Context: an optimization exercise on an open-source flow, tuned for small area and a short achievable clock period. The choices shown serve that exercise and are no tape-out recipe. Power is estimated from default activity; no workload was simulated.

==> job 9177 <==
// doodleGame
module doodleGame
(
	input logic Reset,  
	input logic frame_clk,  
	input logic [7:0] keycode,
	input logic [167:0] platforms,  
	input logic [41:0] springs,  
	output logic [19:0] sprite,  
	output logic [9:0] speed,
	output logic [9:0] scroll,
	output logic [19:0] score,
	output logic [1:0] state,
	output logic [1:0] difficulty,
	output logic [7:0] platHit
);
	logic [2:0] lastKc, kc;
	logic [7:0] xk, xkNext;
	logic [8:0] ya, yNext;  
	logic [5:0] sp, spNext;
	logic [7:0] scroll8, scrollNext;
	logic [19:0] scoreBase;  
	logic clearScore;
	logic [1:0] gravCnt, gravCntNext, stateNext, difficultyNext;
	logic prevMenu;
	logic leftKey, rightKey, leftPress, rightPress, startPress, pausePress;
	logic floorHit;
	logic [1:0] springHit;
	keyDecoder keys
	(
		.keycode(keycode),
		.lastKc(lastKc),
		.kc(kc),
		.leftKey(leftKey),
		.rightKey(rightKey),
		.leftPress(leftPress),
		.rightPress(rightPress),
		.startPress(startPress),
		.pausePress(pausePress)
	);
	gameStateCtrl control
	(
		.state(state),
		.difficulty(difficulty),
		.leftPress(leftPress),
		.rightPress(rightPress),
		.startPress(startPress),
		.pausePress(pausePress),
		.floorHit(floorHit),
		.stateNext(stateNext),
		.difficultyNext(difficultyNext)
	);
	hitDetector detect
	(
		.xk(xk),
		.yA(ya),
		.platforms(platforms),
		.springs(springs),
		.platHit(platHit),
		.springHit(springHit)
	);
	doodleMotion motion
	(
		.state(state),
		.difficulty(difficulty),
		.leftKey(leftKey),
		.rightKey(rightKey),
		.platAny(|platHit),
		.springAny(|springHit),
		.xk(xk),
		.y(ya),
		.sp(sp),
		.gravCnt(gravCnt),
		.prevMenu(prevMenu),
		.xkNext(xkNext),
		.yNext(yNext),
		.spNext(spNext),
		.scrollNext(scrollNext),
		.clearScore(clearScore),
		.gravCntNext(gravCntNext),
		.floorHit(floorHit)
	);
	localparam logic [1:0] DiffRst = 2'd1;
	localparam logic [8:0] YaRst = 9'd128;  
	logic [1:0] diffQ;
	logic [7:0] xkQ;
	logic [8:0] yaQ;
	logic notPrevMenu;
	assign difficulty = diffQ ^ DiffRst;
	assign xk = xkQ ^ doodlePkg::SlotNormal;
	assign ya = yaQ ^ YaRst;
	assign prevMenu = ~notPrevMenu;
	always_ff @(posedge Reset or posedge frame_clk)
  ...
export LEC_CHECK = 0
export CAP_MARGIN = 20
export CORE_MARGIN = 2
export CORE_UTILIZATION = 40
export CTS_BUF_LIST = sky130_fd_sc_hd__clkbuf_4 sky130_fd_sc_hd__clkbuf_8
export SETUP_SLACK_MARGIN = 4.5
export SLEW_MARGIN = 20
export SYNTH_HIERARCHICAL = 1
export SYNTH_MINIMUM_KEEP_SIZE = 0
create_clock -name core_clock -period 10.0 [get_ports {Reset}]
standard.sh (not shown) runs the stock make flow with config.mk's settings and CLKGATE_MAP_FILE= SYNTH_SCRIPT=/design/flow/synth_recipe.tcl, a recipe that flattens the netlist after the stock synthesis.
==> flow/flow/run.sh <==
#!/bin/bash
set -e
export BUFFER_PORTS_ARGS="-buffer_cell sky130_fd_sc_hd__buf_1"
bash standard.sh > standard.log 2>&1
==> inputs of job 5375, as changes to job 9177 <==
--- a/flow/design.v
+++ b/flow/design.v
@@ -113,79 +113,134 @@
 	input logic c,
 	output logic y
 );
 	assign y = ~(a | b | c);
 endmodule
-module aoi22Cell
+module yCombine
 (
 	input logic a,
 	input logic b,
 	input logic c,
-	input logic d,
+	input logic dn,
 	output logic y
 );
-	assign y = ~((a & b) | (c & d));
-endmodule
-module aoi211Cell
-(
-	input logic a,
-	input logic b,
-	input logic c,
-	input logic d,
-	output logic y
-);
-	assign y = ~((a & b) | c | d);
+	assign y = ~((a & b) | (c & ~dn));
 endmodule
 module nand2bCell
 (
 	input logic a,
 	input logic bn,
 	output logic y
 );
 	assign y = ~(a & ~bn);
 endmodule
-module geTree8
+module gNand2 (input logic a, input logic b, output logic y); assign y = ~(a & b); endmodule
+module gNor2 (input logic a, input logic b, output logic y); assign y = ~(a | b); endmodule
+module gOai21 (input logic a1, input logic a2, input logic b1, output logic y); assign y = ~((a1 | a2) & b1); endmodule
+module gAoi21 (input logic a1, input logic a2, input logic b1, output logic y); assign y = ~((a1 & a2) | b1); endmodule
+module gAoi31 (input logic a1, input logic a2, input logic a3, input logic b1, output logic y); assign y = ~((a1 & a2 & a3) | b1); endmodule
+module ltTree8
 (
 	input logic [7:0] a,
 	input logic [7:0] nb,
 	input logic c1,
 	input logic c0,
-	output logic ge
+	input logic g2lo,  
+	input logic p2lo,
+	output logic lt
 );
-	logic [7:0] g, p;
+	logic [7:0] gn, pn;
 	logic [3:0] g2, p2;
-	logic [1:0] g4, p4;
+	logic [1:0] g4n, p4n;
 	logic g8, p8;
-	assign g = a & nb;
-	assign p = a | nb;
 	genvar i;
 	generate
-		for (i = 0; i < 4; i++)
+		for (i = 2; i < 8; i++)
+		begin : gL0
+			gNand2 cg (.a(a[i]), .b(nb[i]), .y(gn[i]));
+			gNor2 cp (.a(a[i]), .b(nb[i]), .y(pn[i]));
+		end
+		for (i = 1; i < 4; i++)
 		begin : gL1
-			assign g2[i] = g[2*i+1] | (p[2*i+1] & g[2*i]);
-			assign p2[i] = p[2*i+1] & p[2*i];
+			gOai21 cg (.a1(pn[2*i+1]), .a2(gn[2*i]), .b1(gn[2*i+1]), .y(g2[i]));
+			gNor2 cp (.a(pn[2*i+1]), .b(pn[2*i]), .y(p2[i]));
 		end
 		for (i = 0; i < 2; i++)
 		begin : gL2
-			assign g4[i] = g2[2*i+1] | (p2[2*i+1] & g2[2*i]);
-			assign p4[i] = p2[2*i+1] & p2[2*i];
+			gAoi21 cg (.a1(p2[2*i+1]), .a2(g2[2*i]), .b1(g2[2*i+1]), .y(g4n[i]));
+			gNand2 cp (.a(p2[2*i+1]), .b(p2[2*i]), .y(p4n[i]));
 		end
 	endgenerate
-	assign g8 = g4[1] | (p4[1] & g4[0]);
-	assign p8 = p4[1] & p4[0];
-	assign ge = g8 | (p8 & c1 & c0);
+	assign g2[0] = g2lo;
+	assign p2[0] = p2lo;
+	gOai21 cg8 (.a1(p4n[1]), .a2(g4n[0]), .b1(g4n[1]), .y(g8));
+	gNor2 cp8 (.a(p4n[1]), .b(p4n[0]), .y(p8));
+	gAoi31 cOut (.a1(p8), .a2(c1), .a3(c0), .b1(g8), .y(lt));
 endmodule
-module ltTree8
+module gAo31 (input logic a1, input logic a2, input logic a3, input logic b1, output logic y); assign y = (a1 & a2 & a3) | b1; endmodule
+module geTree8
 (
 	input logic [7:0] a,
 	input logic [7:0] nb,
-	input logic c,
-	output logic lt
+	input logic c1,
+	input logic c0,
+	input logic g2lo,  
+	input logic p2lo,
+	output logic ge
+);
+	logic [7:0] gn, pn;
+	logic [3:0] g2, p2;
+	logic [1:0] g4n, p4n;
+	logic g8, p8;
+	genvar i;
+	generate
+		for (i = 2; i < 8; i++)
+		begin : gL0
+			gNand2 cg (.a(a[i]), .b(nb[i]), .y(gn[i]));
+			gNor2 cp (.a(a[i]), .b(nb[i]), .y(pn[i]));
+		end
+		for (i = 1; i < 4; i++)
+		begin : gL1
+			gOai21 cg (.a1(pn[2*i+1]), .a2(gn[2*i]), .b1(gn[2*i+1]), .y(g2[i]));
+			gNor2 cp (.a(pn[2*i+1]), .b(pn[2*i]), .y(p2[i]));
+		end
+		for (i = 0; i < 2; i++)
+		begin : gL2
+			gAoi21 cg (.a1(p2[2*i+1]), .a2(g2[2*i]), .b1(g2[2*i+1]), .y(g4n[i]));
+			gNand2 cp (.a(p2[2*i+1]), .b(p2[2*i]), .y(p4n[i]));
+		end
+	endgenerate
+	assign g2[0] = g2lo;
+	assign p2[0] = p2lo;
+	gOai21 cg8 (.a1(p4n[1]), .a2(g4n[0]), .b1(g4n[1]), .y(g8));
+	gNor2 cp8 (.a(p4n[1]), .b(p4n[0]), .y(p8));
+	gAo31 cOut (.a1(p8), .a2(c1), .a3(c0), .b1(g8), .y(ge));
+endmodule
+module hitCombine
+(
+	input logic nY,
+	input logic hiFail,
+	input logic nmNeg,
+	input logic loFail,
+	output logic hit
 );
-	logic ge;
-	geTree8 t (.a(a), .nb(nb), .c1(c), .c0(1'b1), .ge(ge));
-	assign lt = ~ge;
+	assign hit = ~((nmNeg & loFail) | nY | hiFail);
+endmodule
+module pairGP
+(
+	input logic [1:0] a,
+	input logic [1:0] nb,
+	output logic g2,
+	output logic p2
+);
+	logic [1:0] gn, pn;
+	gNand2 cg0 (.a(a[0]), .b(nb[0]), .y(gn[0]));
+	gNor2 cp0 (.a(a[0]), .b(nb[0]), .y(pn[0]));
+	gNand2 cg1 (.a(a[1]), .b(nb[1]), .y(gn[1]));
+	gNor2 cp1 (.a(a[1]), .b(nb[1]), .y(pn[1]));
+	gOai21 cg (.a1(pn[1]), .a2(gn[0]), .b1(gn[1]), .y(g2));
+	gNor2 cp (.a(pn[1]), .b(pn[0]), .y(p2));
 endmodule
 module ge3
 (
 	input logic [2:0] a,
 	input logic [2:0] nb,
@@ -194,20 +249,20 @@
 	logic c1, c2;
 	assign c1 = a[0] | nb[0];
 	assign c2 = (a[1] & nb[1]) | ((a[1] | nb[1]) & c1);
 	assign ge = (a[2] & nb[2]) | ((a[2] | nb[2]) & c2);
 endmodule
-module le3
+module gt3
 (
 	input logic [2:0] a,
 	input logic [2:0] nb,
-	output logic le
+	output logic gt
 );
 	logic c1, c2;
 	assign c1 = a[0] & nb[0];
 	assign c2 = (a[1] & nb[1]) | ((a[1] | nb[1]) & c1);
-	assign le = ~((a[2] & nb[2]) | ((a[2] | nb[2]) & c2));
+	assign gt = (a[2] & nb[2]) | ((a[2] | nb[2]) & c2);
 endmodule
 module objHit
 (
 	input logic [20:0] obj,  
 	input logic [5:0] aH,  
@@ -218,11 +273,11 @@
 	input logic [7:0] nn,  
 	output logic hit
 );
 	logic [9:0] ox, oy;
 	logic [5:0] xa, xb;
-	logic nA1, nA2, nB1, nB2, off, eqA, eqB, geL, leL, nY, loFail, hiFail;
+	logic nA1, nA2, nB1, nB2, off, eqA, eqB, geL, gtL, nY, loFail, hiFail;
 	assign ox = obj[20:11];
 	assign oy = obj[10:1];
 	bitEq6 cXa (.a(oy[8:3]), .b(aH), .eq(xa));
 	bitEq6 cXb (.a(oy[8:3]), .b(aH1), .eq(xb));
 	nand3Cell cA1 (.a(xa[0]), .b(xa[1]), .c(xa[2]), .y(nA1));
@@ -231,15 +286,17 @@
 	nand3Cell cB2 (.a(xb[3]), .b(xb[4]), .c(xb[5]), .y(nB2));
 	nand2bCell cOff (.a(obj[0]), .bn(oy[9]), .y(off));  
 	nor3Cell cEqA (.a(nA1), .b(nA2), .c(off), .y(eqA));
 	nor3Cell cEqB (.a(nB1), .b(nB2), .c(off), .y(eqB));
 	ge3 cGeL (.a(oy[2:0]), .nb(naL), .ge(geL));
-	le3 cLeL (.a(oy[2:0]), .nb(naL), .le(leL));
-	aoi22Cell cY (.a(eqA), .b(geL), .c(eqB), .d(leL), .y(nY));
-	ltTree8 cLo (.a(ox[9:2]), .nb(nm), .c(ox[1]), .lt(loFail));
-	geTree8 cHi (.a(ox[9:2]), .nb(nn), .c1(ox[1]), .c0(ox[0]), .ge(hiFail));
-	aoi211Cell cHit (.a(nmNeg), .b(loFail), .c(nY), .d(hiFail), .y(hit));
+	gt3 cGtL (.a(oy[2:0]), .nb(naL), .gt(gtL));
+	yCombine cY (.a(eqA), .b(geL), .c(eqB), .dn(gtL), .y(nY));
+	logic g2lo, p2lo;
+	pairGP cPair (.a(ox[3:2]), .nb(nm[1:0]), .g2(g2lo), .p2(p2lo));
+	ltTree8 cLo (.a(ox[9:2]), .nb(nm), .c1(ox[1]), .c0(1'b1), .g2lo(g2lo), .p2lo(p2lo), .lt(loFail));
+	geTree8 cHi (.a(ox[9:2]), .nb(nn), .c1(ox[1]), .c0(ox[0]), .g2lo(g2lo), .p2lo(p2lo), .ge(hiFail));
+	hitCombine cHit (.nY(nY), .hiFail(hiFail), .nmNeg(nmNeg), .loFail(loFail), .hit(hit));
 endmodule
 module hitDetector
 (
 	input logic [7:0] xk,  
 	input logic [8:0] yA,  
@@ -250,11 +307,24 @@
 );
 	logic [5:0] aH, aH1;
 	logic [2:0] aL;
 	assign aL = yA[2:0];
 	assign aH = yA[8:3];
-	assign aH1 = aH + 6'd1;  
+	genvar k;
+	generate
+		for (k = 0; k < 6; k++)
+		begin : gInc
+			if (k == 0)
+			begin : gB0
+				assign aH1[0] = ~aH[0];
+			end
+			else
+			begin : gBk
+				assign aH1[k] = aH[k] ^ (&aH[k-1:0]);
+			end
+		end
+	endgenerate
 	logic [8:0] pM, sM;
 	logic [7:0] pN, sN;
 	assign pM = {1'b0, xk} - 9'd14;
 	assign pN = xk + 8'd14;
 	assign sM = {1'b0, xk} - 9'd10;
@@ -309,37 +379,44 @@
 	input logic rightKey,
 	input logic toSlot,
 	input logic steer,
 	output logic [7:0] xkNext
 );
-	logic [7:0] tog, slot;
-	logic upAll, dnAll, wrapLo, wrapHi, goLeft, goRight;
-	logic [7:0] ones, zeros;
+	logic [8:0] ones, zeros;
+	logic [7:0] tog, slot, kill;
+	logic goLeft, goRight, wrapLo, wrapHi;
 	assign goLeft = steer & leftKey;
 	assign goRight = steer & ~leftKey & rightKey;
-	always_comb
-	begin
-		ones[0] = 1'b1;
-		zeros[0] = 1'b1;
-		for (int i = 1; i < 8; i++)
-		begin
-			ones[i] = ones[i-1] & xk[i-1];
-			zeros[i] = zeros[i-1] & ~xk[i-1];
+	genvar i;
+	generate
+		for (i = 0; i <= 8; i++)
+		begin : gRun
+			if (i == 0)
+			begin : gZ
+				assign ones[0] = 1'b1;
+				assign zeros[0] = 1'b1;
+			end
+			else
+			begin : gN
+				assign ones[i] = &xk[i-1:0];
+				assign zeros[i] = ~|xk[i-1:0];
+			end
 		end
-	end
-	assign wrapLo = goLeft & (xk == 8'd0);
+	endgenerate
+	assign tog = ({8{goRight}} & ones[7:0]) | ({8{goLeft}} & zeros[7:0]);
+	assign wrapLo = goLeft & zeros[8];
 	assign wrapHi = goRight & (xk == 8'd159);
-	assign tog = ({8{goRight}} & ones) | ({8{goLeft}} & zeros);
+	assign kill = {wrapHi, wrapLo, wrapLo | wrapHi, 5'd0};
 	always_comb
 	begin
 		case (difficulty)
 			2'd0: slot = doodlePkg::SlotEasy;
 			2'd1: slot = doodlePkg::SlotNormal;
 			default: slot = doodlePkg::SlotHard;
 		endcase
 	end
-	assign xkNext = toSlot ? slot : wrapLo ? 8'd159 : wrapHi ? 8'd0 : xk ^ tog;
+	assign xkNext = toSlot ? slot : ((xk ^ tog) & ~kill);
 endmodule
 module motionFall
 (
 	input logic [5:0] sp,
 	input logic gravStep,
@@ -560,16 +637,18 @@
 	output logic [19:0] score
 );
 	logic [8:0] low;
 	logic [11:0] carry;
 	assign low = {1'b0, base[7:0]} + {1'b0, step};
-	always_comb
-	begin
-		carry[0] = low[8];
-		for (int i = 1; i < 12; i++)
-			carry[i] = carry[i-1] & base[8+i-1];
-	end
+	assign carry[0] = low[8];
+	genvar k;
+	generate
+		for (k = 1; k < 12; k++)
+		begin : gCarry
+			assign carry[k] = low[8] & (&base[8+k-1:8]);
+		end
+	endgenerate
 	assign score = {base[19:8] ^ carry, low[7:0]};
 endmodule
 module ySub28
 (
 	input logic [8:0] ya,
==> inputs of job 8513, as changes to job 9177 <==
--- a/flow/design.v
+++ b/flow/design.v
@@ -240,18 +240,20 @@
 	aoi211Cell cHit (.a(nmNeg), .b(loFail), .c(nY), .d(hiFail), .y(hit));
 endmodule
 module hitDetector
 (
 	input logic [7:0] xk,  
-	input logic [8:0] yA,  
+	input logic [8:0] y,  
 	input logic [167:0] platforms,  
 	input logic [41:0] springs,
 	output logic [7:0] platHit,
 	output logic [1:0] springHit
 );
+	logic [8:0] yA;  
 	logic [5:0] aH, aH1;
 	logic [2:0] aL;
+	assign yA = y + 9'd28;
 	assign aL = yA[2:0];
 	assign aH = yA[8:3];
 	assign aH1 = aH + 6'd1;  
 	logic [8:0] pM, sM;
 	logic [7:0] pN, sN;
@@ -277,31 +279,34 @@
 (
 	input logic [8:0] y,
 	input logic [5:0] sp,
 	output logic [8:0] newY
 );
-	logic [9:0] c;
-	assign c[0] = 1'b0;
-	genvar i;
-	generate
-		for (i = 0; i < 9; i++)
-		begin : gBit
-			logic b;
-			assign b = sp[(i < 5) ? i : 5];
-			assign newY[i] = y[i] ^ b ^ c[i];
-			assign c[i+1] = (y[i] & b) | (y[i] & c[i]) | (b & c[i]);
-		end
-	endgenerate
+	assign newY = y + {{3{sp[5]}}, sp};
 endmodule
 module motionExcess
 (
 	input logic [8:0] newY,
 	output logic below,
 	output logic [7:0] excess
 );
-	assign below = (newY < 9'd268);
-	assign excess = 8'd12 - newY[7:0];  
+	assign below = (newY < 9'd240);
+	assign excess = 8'd240 - newY[7:0];
+endmodule
+module motionScore
+(
+	input logic [19:0] score,
+	input logic [7:0] excess,
+	input logic clear,
+	input logic add,
+	output logic [19:0] scoreNext
+);
+	logic [8:0] lowSum;
+	logic [11:0] highSum;
+	assign lowSum = {1'b0, score[7:0]} + {1'b0, excess};
+	assign highSum = score[19:8] + {11'd0, lowSum[8]};
+	assign scoreNext = clear ? 20'd0 : add ? {highSum, lowSum[7:0]} : score;
 endmodule
 module motionX
 (
 	input logic [7:0] xk,
 	input logic [1:0] difficulty,
@@ -354,19 +359,20 @@
 	input logic leftKey,
 	input logic rightKey,
 	input logic platAny,
 	input logic springAny,
 	input logic [7:0] xk,  
-	input logic [8:0] y,  
+	input logic [8:0] y,
 	input logic [5:0] sp,  
+	input logic [19:0] score,
 	input logic [1:0] gravCnt,
 	input logic prevMenu,  
 	output logic [7:0] xkNext,
 	output logic [8:0] yNext,
 	output logic [5:0] spNext,
-	output logic [7:0] scrollNext,
-	output logic clearScore,  
+	output logic scrollingNext,  
+	output logic [19:0] scoreNext,
 	output logic [1:0] gravCntNext,
 	output logic floorHit
 );
 	logic menu, play, enterPlay, move, falling, onFloor, gravStep, below, rising, doScroll;
 	logic bounce, landed;
@@ -376,11 +382,11 @@
 	assign menu = (state == doodlePkg::StMenu);
 	assign play = (state == doodlePkg::StPlay);
 	assign enterPlay = play & prevMenu;
 	assign move = play & ~prevMenu;  
 	assign falling = ~sp[5];
-	assign onFloor = (y >= 9'd475);  
+	assign onFloor = (y >= 9'd447);
 	assign gravStep = (gravCnt == 2'd2);
 	motionNewY addY (.y(y), .sp(sp), .newY(newY));
 	motionExcess ex (.newY(newY), .below(below), .excess(excess));
 	motionFall fall (.sp(sp), .gravStep(gravStep), .fallSpeed(fallSpeed));
 	assign rising = sp[5] & below;  
@@ -388,12 +394,13 @@
 	assign landed = falling & (springAny | platAny | onFloor);
 	assign floorHit = move & falling & ~springAny & ~platAny & onFloor;
 	assign doScroll = move & ~landed & rising;
 	motionX mx (.xk(xk), .difficulty(difficulty), .leftKey(leftKey), .rightKey(rightKey),
 		.toSlot(menu), .steer(move & ~floorHit), .xkNext(xkNext));
-	assign clearScore = menu | enterPlay;
-	assign scrollNext = doScroll ? excess : 8'd0;
+	motionScore ms (.score(score), .excess(excess), .clear(menu | enterPlay), .add(doScroll),
+		.scoreNext(scoreNext));
+	assign scrollingNext = doScroll;
 	always_comb
 	begin
 		yNext = y;
 		spNext = sp;
 		if (menu)
@@ -406,11 +413,11 @@
 				spNext = fallSpeed;
 			end
 		end
 		else if (enterPlay)
 		begin
-			yNext = 9'd128;  
+			yNext = 9'd100;
 			spNext = '0;
 		end
 		else if (move)
 		begin
 			if (falling & springAny)
@@ -418,11 +425,11 @@
 			else if (falling & platAny)
 				spNext = 6'd52;  
 			else if (~(falling & onFloor))
 			begin
 				spNext = fallSpeed;
-				yNext = rising ? 9'd268 : newY;  
+				yNext = doScroll ? {1'b0, excess} : newY;  
 			end
 		end
 	end
 	assign gravCntNext = enterPlay ? 2'd0 : (menu | play) ? (gravStep ? 2'd0 : gravCnt + 2'd1) : gravCnt;
 endmodule
@@ -441,15 +448,14 @@
 	output logic [1:0] difficulty,
 	output logic [7:0] platHit
 );
 	logic [2:0] lastKc, kc;
 	logic [7:0] xk, xkNext;
-	logic [8:0] ya, yNext;  
+	logic [8:0] y, yReg, yNext;
+	logic scrolling, scrollingNext;
 	logic [5:0] sp, spNext;
-	logic [7:0] scroll8, scrollNext;
-	logic [19:0] scoreBase;  
-	logic clearScore;
+	logic [19:0] scoreNext;
 	logic [1:0] gravCnt, gravCntNext, stateNext, difficultyNext;
 	logic prevMenu;
 	logic leftKey, rightKey, leftPress, rightPress, startPress, pausePress;
 	logic floorHit;
 	logic [1:0] springHit;
@@ -478,11 +484,11 @@
 		.difficultyNext(difficultyNext)
 	);
 	hitDetector detect
 	(
 		.xk(xk),
-		.yA(ya),
+		.y(y),
 		.platforms(platforms),
 		.springs(springs),
 		.platHit(platHit),
 		.springHit(springHit)
 	);
@@ -493,87 +499,52 @@
 		.leftKey(leftKey),
 		.rightKey(rightKey),
 		.platAny(|platHit),
 		.springAny(|springHit),
 		.xk(xk),
-		.y(ya),
+		.y(y),
 		.sp(sp),
+		.score(score),
 		.gravCnt(gravCnt),
 		.prevMenu(prevMenu),
 		.xkNext(xkNext),
 		.yNext(yNext),
 		.spNext(spNext),
-		.scrollNext(scrollNext),
-		.clearScore(clearScore),
+		.scrollingNext(scrollingNext),
+		.scoreNext(scoreNext),
 		.gravCntNext(gravCntNext),
 		.floorHit(floorHit)
 	);
-	localparam logic [1:0] DiffRst = 2'd1;
-	localparam logic [8:0] YaRst = 9'd128;  
-	logic [1:0] diffQ;
-	logic [7:0] xkQ;
-	logic [8:0] yaQ;
-	logic notPrevMenu;
-	assign difficulty = diffQ ^ DiffRst;
-	assign xk = xkQ ^ doodlePkg::SlotNormal;
-	assign ya = yaQ ^ YaRst;
-	assign prevMenu = ~notPrevMenu;
 	always_ff @(posedge Reset or posedge frame_clk)
 	begin
 		if (frame_clk)
 		begin
 			lastKc <= doodlePkg::KcNone;
 			state <= doodlePkg::StMenu;
-			diffQ <= '0;
-			xkQ <= '0;
-			yaQ <= '0;
+			difficulty <= 2'd1;
+			xk <= doodlePkg::SlotNormal;
+			yReg <= 9'd100;
+			scrolling <= 1'b0;
 			sp <= '0;
-			scroll8 <= '0;
-			scoreBase <= '0;
+			score <= '0;
 			gravCnt <= '0;
-			notPrevMenu <= 1'b0;
+			prevMenu <= 1'b1;
 		end
 		else
 		begin
 			lastKc <= kc;
 			state <= stateNext;
-			diffQ <= difficultyNext ^ DiffRst;
-			xkQ <= xkNext ^ doodlePkg::SlotNormal;
-			yaQ <= yNext ^ YaRst;
+			difficulty <= difficultyNext;
+			xk <= xkNext;
+			yReg <= yNext;
+			scrolling <= scrollingNext;
 			sp <= spNext;
-			scroll8 <= scrollNext;
-			scoreBase <= clearScore ? 20'd0 : score;
+			score <= scoreNext;
 			gravCnt <= gravCntNext;
-			notPrevMenu <= (state != doodlePkg::StMenu);
+			prevMenu <= (state == doodlePkg::StMenu);
 		end
 	end
-	scoreAdd addScore (.base(scoreBase), .step(scroll8), .score(score));
-	logic [8:0] yOut;
-	ySub28 outY (.ya(ya), .y(yOut));
-	assign sprite = {xk, 2'b10, 1'b0, yOut};
+	assign sprite = {xk, 2'b10, 1'b0, y};
 	assign speed = {{4{sp[5]}}, sp};
-	assign scroll = {2'b00, scroll8};
-endmodule
-module scoreAdd
-(
-	input logic [19:0] base,
-	input logic [7:0] step,
-	output logic [19:0] score
-);
-	logic [8:0] low;
-	logic [11:0] carry;
-	assign low = {1'b0, base[7:0]} + {1'b0, step};
-	always_comb
-	begin
-		carry[0] = low[8];
-		for (int i = 1; i < 12; i++)
-			carry[i] = carry[i-1] & base[8+i-1];
-	end
-	assign score = {base[19:8] ^ carry, low[7:0]};
-endmodule
-module ySub28
-(
-	input logic [8:0] ya,
-	output logic [8:0] y
-);
-	assign y = ya - 9'd28;
+	assign y = scrolling ? 9'd240 : yReg;
+	assign scroll = scrolling ? {2'b00, yReg[7:0]} : 10'd0;
 endmodule
SETUP_SLACK_MARGIN = 4   (was 4.5)
==> metrics.csv <==
metric,value,unit
status,finished clean,
first drt pass iteration count,7,
Int Pwr,0.001971,W
met1 WL,15500,um
design area,11840,um2
met2 WL,16890,um
fmax,0.1720,GHz
most frequent cells in the layout,"buf_1, xnor2_1, o21ai_0",
"CP delay by family, top",buffers and inverters,
wire per inst,18.97,um
layout cells sized above 1,13.78,%
Leak,3.823,nW
Yosys Warn Count,10,
Clock Power Share,3.1,%
Sw Share,54.59,%
Clock Sinks,54,
The numbers above come from job 8513.

==> metrics.csv <==
metric,value,unit
status,finished clean,
design area,11480,um2
Clock Power Share,8.5,%
met1 WL,14930,um
Int Pwr,0.001404,W
most frequent cells in the layout,"buf_1, nor2_1, nand2_1",
Leak,4.338,nW
met2 WL,14740,um
"CP delay by family, top",compound AO/OA/AOI/OAI gates,
layout cells sized above 1,10.46,%
first drt pass iteration count,8,
The numbers above come from job 5375.

==> metrics.csv <==
metric,value,unit
most frequent cells in the layout,"buf_1, xnor2_1, o21ai_0",
met2 WL,15740,um
Sw Share,53.58,%
layout cells sized above 1,19.24,%
Cells after DPL,1782,
design area,12060,um2
status,finished clean,
fmax,0.1745,GHz
"CP delay by family, top",adder cells,
wire per inst,18.11,um
The numbers above come from job 9177.

No run of this note included a check of the RTL's function; only the layout flow was run.

[what the ideal ports hide]
The results above use ideal ports. As a check the final layouts listed here were re-extracted and re-timed, cells and wires unchanged. Step 1 sets driving cells, clkbuf_16 on the clock port and buf_2 on the other inputs (assumed; they add their load-dependent delay and slew). Step 2, shift: input delay + t, output delay - t, t = (earliest + latest rising clock arrival at the registers) / 2. This alone moves slack from input paths to output paths. a / b / c = ideal / step 1 / step 2; a / b = the first two.
| run | t (ns) | slack for setup (ns) | hold WS [ns] | worst setup path at the end | slew at the worst register clock pin (ns) |
|---|---|---|---|---|---|
| job 9177 | 0.371 | 4.268 / 4.235 / 4.415 | 0.536 / 0.536 / 0.536 | input to output | 0.08 / 0.08 |
| job 5375 | 0.391 | 4.711 / 4.682 / 4.683 | 0.536 / 0.536 / 0.536 | input to output | 0.08 / 0.08 |
| job 8513 | 0.344 | 4.185 / 4.152 / 4.147 | 0.536 / 0.536 / 0.536 | input to register | 0.11 / 0.11 |
After both steps setup and hold are still met in every run listed. For job 8513, which loses most, drivers alone change the setup slack by -0.033 ns; drivers and shift together by -0.038 ns.
